What follows belongs to an exercise in optimizing a design on an open flow for small area and a short achievable clock period; a production flow would make more cautious choices. In this exercise RTL edits were held to simulation tests only and were not proved equivalent to the original. Power is estimated from default activity; no workload was simulated.

==> flow/config.mk <==
export PLATFORM = sky130hd
export DESIGN_NAME = register_file
export DESIGN_NICKNAME = register_file
export VERILOG_FILES = /design/flow/design.v
export SDC_FILE = /design/flow/constraint.sdc
export NUM_CORES = 4
export LEC_CHECK = 0
export CAP_MARGIN = 20
export CORE_MARGIN = 2
export CORE_UTILIZATION = 65
export CTS_CLUSTER_DIAMETER = 90
export CTS_CLUSTER_SIZE = 28
export PLACE_DENSITY = 0.9
export SETUP_SLACK_MARGIN = 2.0
export SLEW_MARGIN = 20
export SYNTH_HIERARCHICAL = 1
export SYNTH_MINIMUM_KEEP_SIZE = 0
==> flow/constraint.sdc <==
create_clock -name core_clock -period 7.0 [get_ports {clock}]
set_input_delay 1.4000 -clock core_clock [delete_from_list [all_inputs] [get_ports {clock}]]
set_output_delay 1.4000 -clock core_clock [all_outputs]
set_load 0.01 [all_outputs]
==> flow/design.v <==
package cpu_pkg;
   localparam int REG_ADDR_W = 5;
   localparam int DATA_W     = 32;
   localparam int NUM_REGS   = 2 ** REG_ADDR_W;
   typedef logic [REG_ADDR_W-1:0] reg_addr_t;
   typedef logic [DATA_W-1:0]     reg_data_t;
   localparam reg_addr_t REG_ZERO = 5'd0;
   localparam reg_addr_t REG_AT = 5'd1;
   localparam reg_addr_t REG_V0 = 5'd2;
   localparam reg_addr_t REG_GP = 5'd28;
   localparam reg_addr_t REG_SP = 5'd29;
   localparam reg_addr_t REG_FP = 5'd30;
   localparam reg_addr_t REG_RA = 5'd31;
endpackage
module register_file #(
   parameter int DATA_WIDTH   = cpu_pkg::DATA_W,
   parameter int ADDR_WIDTH   = cpu_pkg::REG_ADDR_W,
   parameter bit WRITE_BYPASS = 1'b1
) (
   input  logic                  clock,
   input  logic                  reset_n,
   input  logic                  we,
   input  logic [ADDR_WIDTH-1:0] rs,
   input  logic [ADDR_WIDTH-1:0] rt,
   input  logic [ADDR_WIDTH-1:0] rd,
   input  logic [DATA_WIDTH-1:0] input_data,
   output logic [DATA_WIDTH-1:0] output_data_A,
   output logic [DATA_WIDTH-1:0] output_data_B
);
   localparam int DEPTH = 2 ** ADDR_WIDTH;    
   logic [DATA_WIDTH-1:0]            wdata;
   logic [3:0]                       w_hi, na_hi, nb_hi;    
   logic [7:0]                       w_lo, na_lo, nb_lo;    
   logic [DEPTH-1:1]                 load;    
   logic [DEPTH-1:1]                 nhit;    
   logic [DEPTH-1:0]                 sel_a, sel_b;
   logic [DATA_WIDTH-1:0][DEPTH-1:0] col;     
   assign wdata = input_data & {DATA_WIDTH{reset_n}};
   always_comb begin
      for (int h = 0; h < 4; h++) begin
         w_hi[h]  = reset_n && we && (rd[4:3] == 2'(h));
         na_hi[h] = !(rs[4:3] == 2'(h));
         nb_hi[h] = !(rt[4:3] == 2'(h));
      end
      for (int l = 0; l < 8; l++) begin
         w_lo[l]  = (rd[2:0] == 3'(l));
         na_lo[l] = !(rs[2:0] == 3'(l));
         nb_lo[l] = !(rt[2:0] == 3'(l));
      end
      for (int i = 1; i < DEPTH; i++) begin
         nhit[i] = !(WRITE_BYPASS && w_hi[i/8] && w_lo[i%8]);
         load[i] = !reset_n || (w_hi[i/8] && w_lo[i%8]);
      end
      sel_a[0] = WRITE_BYPASS && reset_n && we && (rd != '0) && (rs == rd);
      sel_b[0] = WRITE_BYPASS && reset_n && we && (rd != '0) && (rt == rd);
   end
   genvar i, b;
   for (i = 1; i < DEPTH; i = i + 1) begin : g_sel
      rf_sel u_sa (.nhit(nhit[i]), .n_hi(na_hi[i/8]), .n_lo(na_lo[i%8]), .sel(sel_a[i]));
      rf_sel u_sb (.nhit(nhit[i]), .n_hi(nb_hi[i/8]), .n_lo(nb_lo[i%8]), .sel(sel_b[i]));
   end
   for (b = 0; b < DATA_WIDTH; b = b + 1) begin : g_bit
      assign col[b][0] = input_data[b];
      for (i = 1; i < DEPTH; i = i + 1) begin : g_reg
         always_ff @(posedge clock) begin
            if (load[i]) col[b][i] <= wdata[b];
         end
      end
      rf_read_bit u_a (.sel(sel_a), .ent_bit(col[b]), .out(output_data_A[b]));
      rf_read_bit u_b (.sel(sel_b), .ent_bit(col[b]), .out(output_data_B[b]));
   end
endmodule
module rf_sel (
   input  logic nhit,
   input  logic n_hi,
   input  logic n_lo,
   output logic sel
);
   assign sel = nhit & !n_hi & !n_lo;
endmodule
module rf_read_bit (
   input  logic [31:0] sel,
   input  logic [31:0] ent_bit,
   output logic        out
);
   logic [3:0]  k;    
   genvar j;
   for (j = 0; j < 4; j = j + 1) begin : g_grp
      rf_grp8 u_k (.s(sel[8*j+7:8*j]), .d(ent_bit[8*j+7:8*j]), .y(k[j]));
   end
   rf_nand4 u_o (.a(k), .y(out));
endmodule
module rf_grp8 (
   input  logic [7:0] s,
   input  logic [7:0] d,
   output logic       y
);
   assign y = !(|(s & d));
endmodule
module rf_nand4 (
   input  logic [3:0] a,
   output logic       y
);
   assign y = !(&a);
endmodule
==> flow/flow/run.sh <==
#!/bin/bash
# Own layout flow: the standard flow, with two changes after the standard
# synthesis (which runs unchanged):
#  - the port buffers that the flow puts on every input and output are
#    sky130_fd_sc_hd__buf_4 instead of the library's slow delay buffers;
#  - the delay cells (clkdlybuf4s*, dlygate*, dlymetal*) are marked don't-use
#    for placement, CTS and timing repair, on top of the platform's list.
# Each step's full output goes to a log file in the work folder; ORFS also
# keeps its own per-step logs under orfs/logs.
set -euo pipefail

PLATFORM_DONT_USE="sky130_fd_sc_hd__probe_p_8 sky130_fd_sc_hd__probec_p_8 sky130_fd_sc_hd__lpflow_bleeder_1 sky130_fd_sc_hd__lpflow_clkbufkapwr_1 sky130_fd_sc_hd__lpflow_clkbufkapwr_16 sky130_fd_sc_hd__lpflow_clkbufkapwr_2 sky130_fd_sc_hd__lpflow_clkbufkapwr_4 sky130_fd_sc_hd__lpflow_clkbufkapwr_8 sky130_fd_sc_hd__lpflow_clkinvkapwr_1 sky130_fd_sc_hd__lpflow_clkinvkapwr_16 sky130_fd_sc_hd__lpflow_clkinvkapwr_2 sky130_fd_sc_hd__lpflow_clkinvkapwr_4 sky130_fd_sc_hd__lpflow_clkinvkapwr_8 sky130_fd_sc_hd__lpflow_decapkapwr_12 sky130_fd_sc_hd__lpflow_decapkapwr_3 sky130_fd_sc_hd__lpflow_decapkapwr_4 sky130_fd_sc_hd__lpflow_decapkapwr_6 sky130_fd_sc_hd__lpflow_decapkapwr_8 sky130_fd_sc_hd__lpflow_inputiso0n_1 sky130_fd_sc_hd__lpflow_inputiso0p_1 sky130_fd_sc_hd__lpflow_inputiso1n_1 sky130_fd_sc_hd__lpflow_inputiso1p_1 sky130_fd_sc_hd__lpflow_inputisolatch_1 sky130_fd_sc_hd__lpflow_isobufsrc_1 sky130_fd_sc_hd__lpflow_isobufsrc_16 sky130_fd_sc_hd__lpflow_isobufsrc_2 sky130_fd_sc_hd__lpflow_isobufsrc_4 sky130_fd_sc_hd__lpflow_isobufsrc_8 sky130_fd_sc_hd__lpflow_isobufsrckapwr_16 sky130_fd_sc_hd__lpflow_lsbuf_lh_hl_isowell_tap_1 sky130_fd_sc_hd__lpflow_lsbuf_lh_hl_isowell_tap_2 sky130_fd_sc_hd__lpflow_lsbuf_lh_hl_isowell_tap_4 sky130_fd_sc_hd__lpflow_lsbuf_lh_isowell_4 sky130_fd_sc_hd__lpflow_lsbuf_lh_isowell_tap_1 sky130_fd_sc_hd__lpflow_lsbuf_lh_isowell_tap_2 sky130_fd_sc_hd__lpflow_lsbuf_lh_isowell_tap_4"
DELAY_CELLS="sky130_fd_sc_hd__clkdlybuf4s15_1 sky130_fd_sc_hd__clkdlybuf4s15_2 sky130_fd_sc_hd__clkdlybuf4s18_1 sky130_fd_sc_hd__clkdlybuf4s18_2 sky130_fd_sc_hd__clkdlybuf4s25_1 sky130_fd_sc_hd__clkdlybuf4s25_2 sky130_fd_sc_hd__clkdlybuf4s50_1 sky130_fd_sc_hd__clkdlybuf4s50_2 sky130_fd_sc_hd__dlygate4sd1_1 sky130_fd_sc_hd__dlygate4sd2_1 sky130_fd_sc_hd__dlygate4sd3_1 sky130_fd_sc_hd__dlymetal6s2s_1 sky130_fd_sc_hd__dlymetal6s4s_1 sky130_fd_sc_hd__dlymetal6s6s_1"

bash standard.sh synth > synth.log 2>&1
bash standard.sh \
   "BUFFER_PORTS_ARGS=-buffer_cell sky130_fd_sc_hd__buf_4" \
   "DONT_USE_CELLS=$PLATFORM_DONT_USE $DELAY_CELLS" \
   finish > layout.log 2>&1
test -s out/final.def
==> flow/standard.sh <==
#!/bin/bash
# synth_recipe.tcl (not shown) runs the flow's synth.tcl, then flattens the netlist and writes it again
# the make line also repeats each setting of config.mk as NAME=value (left out here)
make -C /OpenROAD-flow-scripts/flow DESIGN_CONFIG=/design/flow/config.mk WORK_HOME=/design/flow/orfs CLKGATE_MAP_FILE= SYNTH_SCRIPT=/design/flow/synth_recipe.tcl "${@:-finish}"
==> impl_metrics.json <==
{
  "hold_path.class": "primary input to register",
  "wl_met2_mm": 66.4,
  "synth.distinct_cells": 28,
  "relSlewSlack_pct": 16.6,
  "crit_path_frequent_cell": "buf_4",
  "grt_pass1_vias": 32000,
  "synth_cells": 2566,
  "syn_area_mm2": 0.0419,
  "async_flop_share_pct": 0,
  "cp.arrival_ns": 3.70,
  "status": "no timing/DRC/antenna violations",
  "fill_cells": 3738,
  "met3RoutedLength_mm": 30.2,
  "ctsHoldBuffers": 0,
  "ys_warn_count": 38,
  "worstSetupPathType": "primary input to output pin",
  "critical_path.top_delay_family": "simple AND/OR/NAND/NOR gates",
  "cellLeakagePower_nw": 13.8,
  "synth_fp_nets": 2616,
  "synth_xor_area_share_pct": 0.209,
  "initial_utilization_pct": 65.4,
  "antenna_left": 0,
  "top_regs": "col (992)",
  "die_area_mm2": 0.0664,
  "dieHeight_um": 258,
  "utilization_pct": 73.8,
  "grt_max_degree": 33,
  "cp-end-kind": "output pin",
  "clk_pin_slew_ns": 0.11,
  "synth.top_cell.area_share_pct": 71.2,
  "finalNetCount": 2974,
  "cts_buffers": 42,
  "crit_path_max_fanout": 10,
  "synthSimpleGateAreaFrac_pct": 9.97,
  "synth.ff_latch_count": 992,
  "num_io_pins": 114,
  "track_usage_pct": 45.9,
  "gp_congestion": 0.992,
  "required_ns": 5.60,
  "drt_iter0_drc": 7144,
  "clock_path_buffers": 3,
  "grt_pass1_wl_mm": 217,
  "tightest_slew_ns": 1.25,
  "max_stage_delay_ns": 0.46,
  "worstHoldStart": "input_data[9]",
  "clockRootBuffer": "clkbuf_16",
  "viasPerCell": 8.63,
  "dpl.hpwl_mm": 95.8,
  "drtPass1Iterations": 12,
  "synth_flop_cell": "edfxtp_1",
  "synth_area_per_cell_um2": 16.3,
  "synthToLayoutAreaGrowth_pct": 12.9,
  "synth-compound-area-share_pct": 18.4,
  "p_total_mw": 11.4,
  "ir_drop_mv": 0.291,
  "row_count": 93,
  "cts_tree": "done",
  "grt-ovfl-total": 0,
  "regMostFlops": "col",
  "min_period_over_period_pct": 72.8,
  "fp.dieW_um": 258,
  "cp-start-kind": "primary input",
  "synth_fa_ha_area_share_pct": 0,
  "synth_mux_area_share_pct": 0,
  "wl_met1_mm": 45.1,
  "top_layer_used": "met5",
  "largest_reg_flops": 992,
  "wirelength_mm": 157,
  "cap_violations": 0,
  "pre_cts_slack_ns": 1.09,
  "synth-seq-area-share_pct": 71.2,
  "synth_top_family_by_area": "compound AO/OA/AOI/OAI gates",
  "final.setup.tns_ns": 0,
  "p_per_area_mw_per_mm2": 241,
  "max_freq_mhz": 196,
  "path_cells": "buf_4 > and3_1 > nand2_1 > nor3b_4 > buf_2 > a22oi_1 > and4_1 > nand4_1 > buf_4",
  "fp.coreArea_mm2": 0.0640,
  "synth_common_cells": "a22oi_1 (1024), edfxtp_1 (992), and4_1 (257), nand2_1 (66), nor3b_2 (65)",
  "synth.top_cells.by_area": "edfxtp_1 (71%), a22oi_1 (18%), and4_1 (5.4%)",
  "wl_per_cell_um": 41.3,
  "cts_htree_levels": 2,
  "layout_min_cycle_time_ns": 5.10,
  "whs_path_depth": 2,
  "hold_violations": 0,
  "synthMostInstantiatedCell": "a22oi_1",
  "setup_viol": 0,
  "cts.sinks": 992,
  "rsz0062_at_grt": "true",
  "synth_edf_count": 992,
  "io_buffers": 113,
  "hold_end": "col[292]$_DFFE_PP_",
  "worst_slack_ns": 1.90,
  "final-max-slew-violation-count": 0,
  "dr_total_vias": 32700,
  "path_buf_inv": 3,
  "critPathSlowestCell": "nor3b_4",
  "whs_ns": 1.37,
  "yosysTopAreaCell": "edfxtp_1",
  "antenna_found_initial": 16,
  "drive_gt1_share_pct": 17.1,
  "drc": 0
}
-- layout make-up --
type	instances	area, um^2	area share [%]
Timing Repair Buffer	334	2590	5.49
Tap cell	855	1070	2.26
Antenna cell	8	20.0	0.0424
Sequential cell	992	29800	63.1
Clock buffer	43	1080	2.28
Clock inverter	7	65.1	0.138
Multi-Input combinational cell	1554	12600	26.7
-- layout by cell type (no fill, tap or decap), types with 5 or more instances in the layout --
cell / n
a22oi_1: 1022
and2_1: 22
and2_2: 10
and4_1: 238
and4_2: 11
and4_4: 8
buf_1: 36
buf_12: 8
buf_2: 62
buf_4: 163
buf_6: 42
clkbuf_16: 44
clkbuf_2: 5
clkbuf_4: 9
diode_2: 8
edfxtp_1: 992
nand2_1: 31
nand2_2: 24
nand2_4: 11
nand3b_1: 6
nand4_1: 64
nor3b_4: 65
xnor2_1: 6
-- worst max-delay path by stage --
stage | startpoint | endpoint | slack (ns) | cells after the start
after floorplan | rt[1] | output_data_B[0] | 2.02 | 6
after global placement | reset_n | output_data_A[19] | 0.97 | 9
after detailed placement | reset_n | output_data_B[31] | 1.09 | 9
after CTS | rd[1] | output_data_A[3] | 2.00 | 9
after global routing | rd[4] | output_data_B[26] | 1.92 | 10
final | rd[2] | output_data_B[2] | 1.90 | 9
-- Yosys stat by module, one instance, submodules excluded, a selection --
module	area [um^2]	copies in the design
rf_sel	12.5	62
register_file	30700	1
rf_grp8	38.8	256
rf_nand4	6.26	64
-- stage by stage --
step / area [um^2] / instances
after detailed placement: 45000 / 3651
after CTS: 46700 / 3765
after global placement: 44800 / 3639
after global routing: 47200 / 3791
after floorplan: 41900 / 2566
final: 47200 / 3793
-- report_power, final --
part	total [mW]	switching, mW	internal [mW]	leakage, nW
logic	1.10	0.761	0.339	3.63
registers	7.38	0.280	7.10	9.58
clock network	2.89	1.76	1.13	0.557
total	11.4	2.80	8.57	13.8
-- per-layer routing --
layer | global-route usage, % | up-vias
met5 | 0.427 | -
met4 | 31.5 | 20
met3 | 21.2 | 1148
met2 | 67.3 | 3967
met1 | 54.2 | 15400
li1 | - | 12300
-- logic make-up after synthesis --
family,Yosys count
flops,992
compound gates,1025
buf+inv,20
simple gates,519
xor+xnor,10
-- repair_timing --
item / 4_1_cts / 5_1_grt
buffers inserted: 63 / 13
endpoints found under the setup margin: 64 / 63
pin swaps: 18 / 6
gates resized for setup: 63 / 74
cloned: 1 / 1

-- separate check: timing with driven ports --
No port has a modelled driver above. Below, the same layout with a new extraction and two added sets of constraints. Step 1 assumes that a clkbuf_16 drives the clock port and a buf_2 every other input. Step 2 moves the port delays by t, midway between the first and last clock arrival at a register: inputs arrive t later, outputs are due t later. That takes back most of the time a late clock gives input paths. Slacks: ideal ports / drivers / drivers and shift; pairs: ideal ports / drivers.
shift t [ns]: 0.685
setup WS [ns]: 1.901 / 1.668 / 1.668
worst setup path after step 2: input to output
latest minus earliest clock arrival (ns): 0.043 / 0.043
cell pins on the clock port's net: 1
After both steps this run still meets setup and hold. The setup slack of this run moves by -0.233 ns with the drivers and by -0.233 ns with both steps.
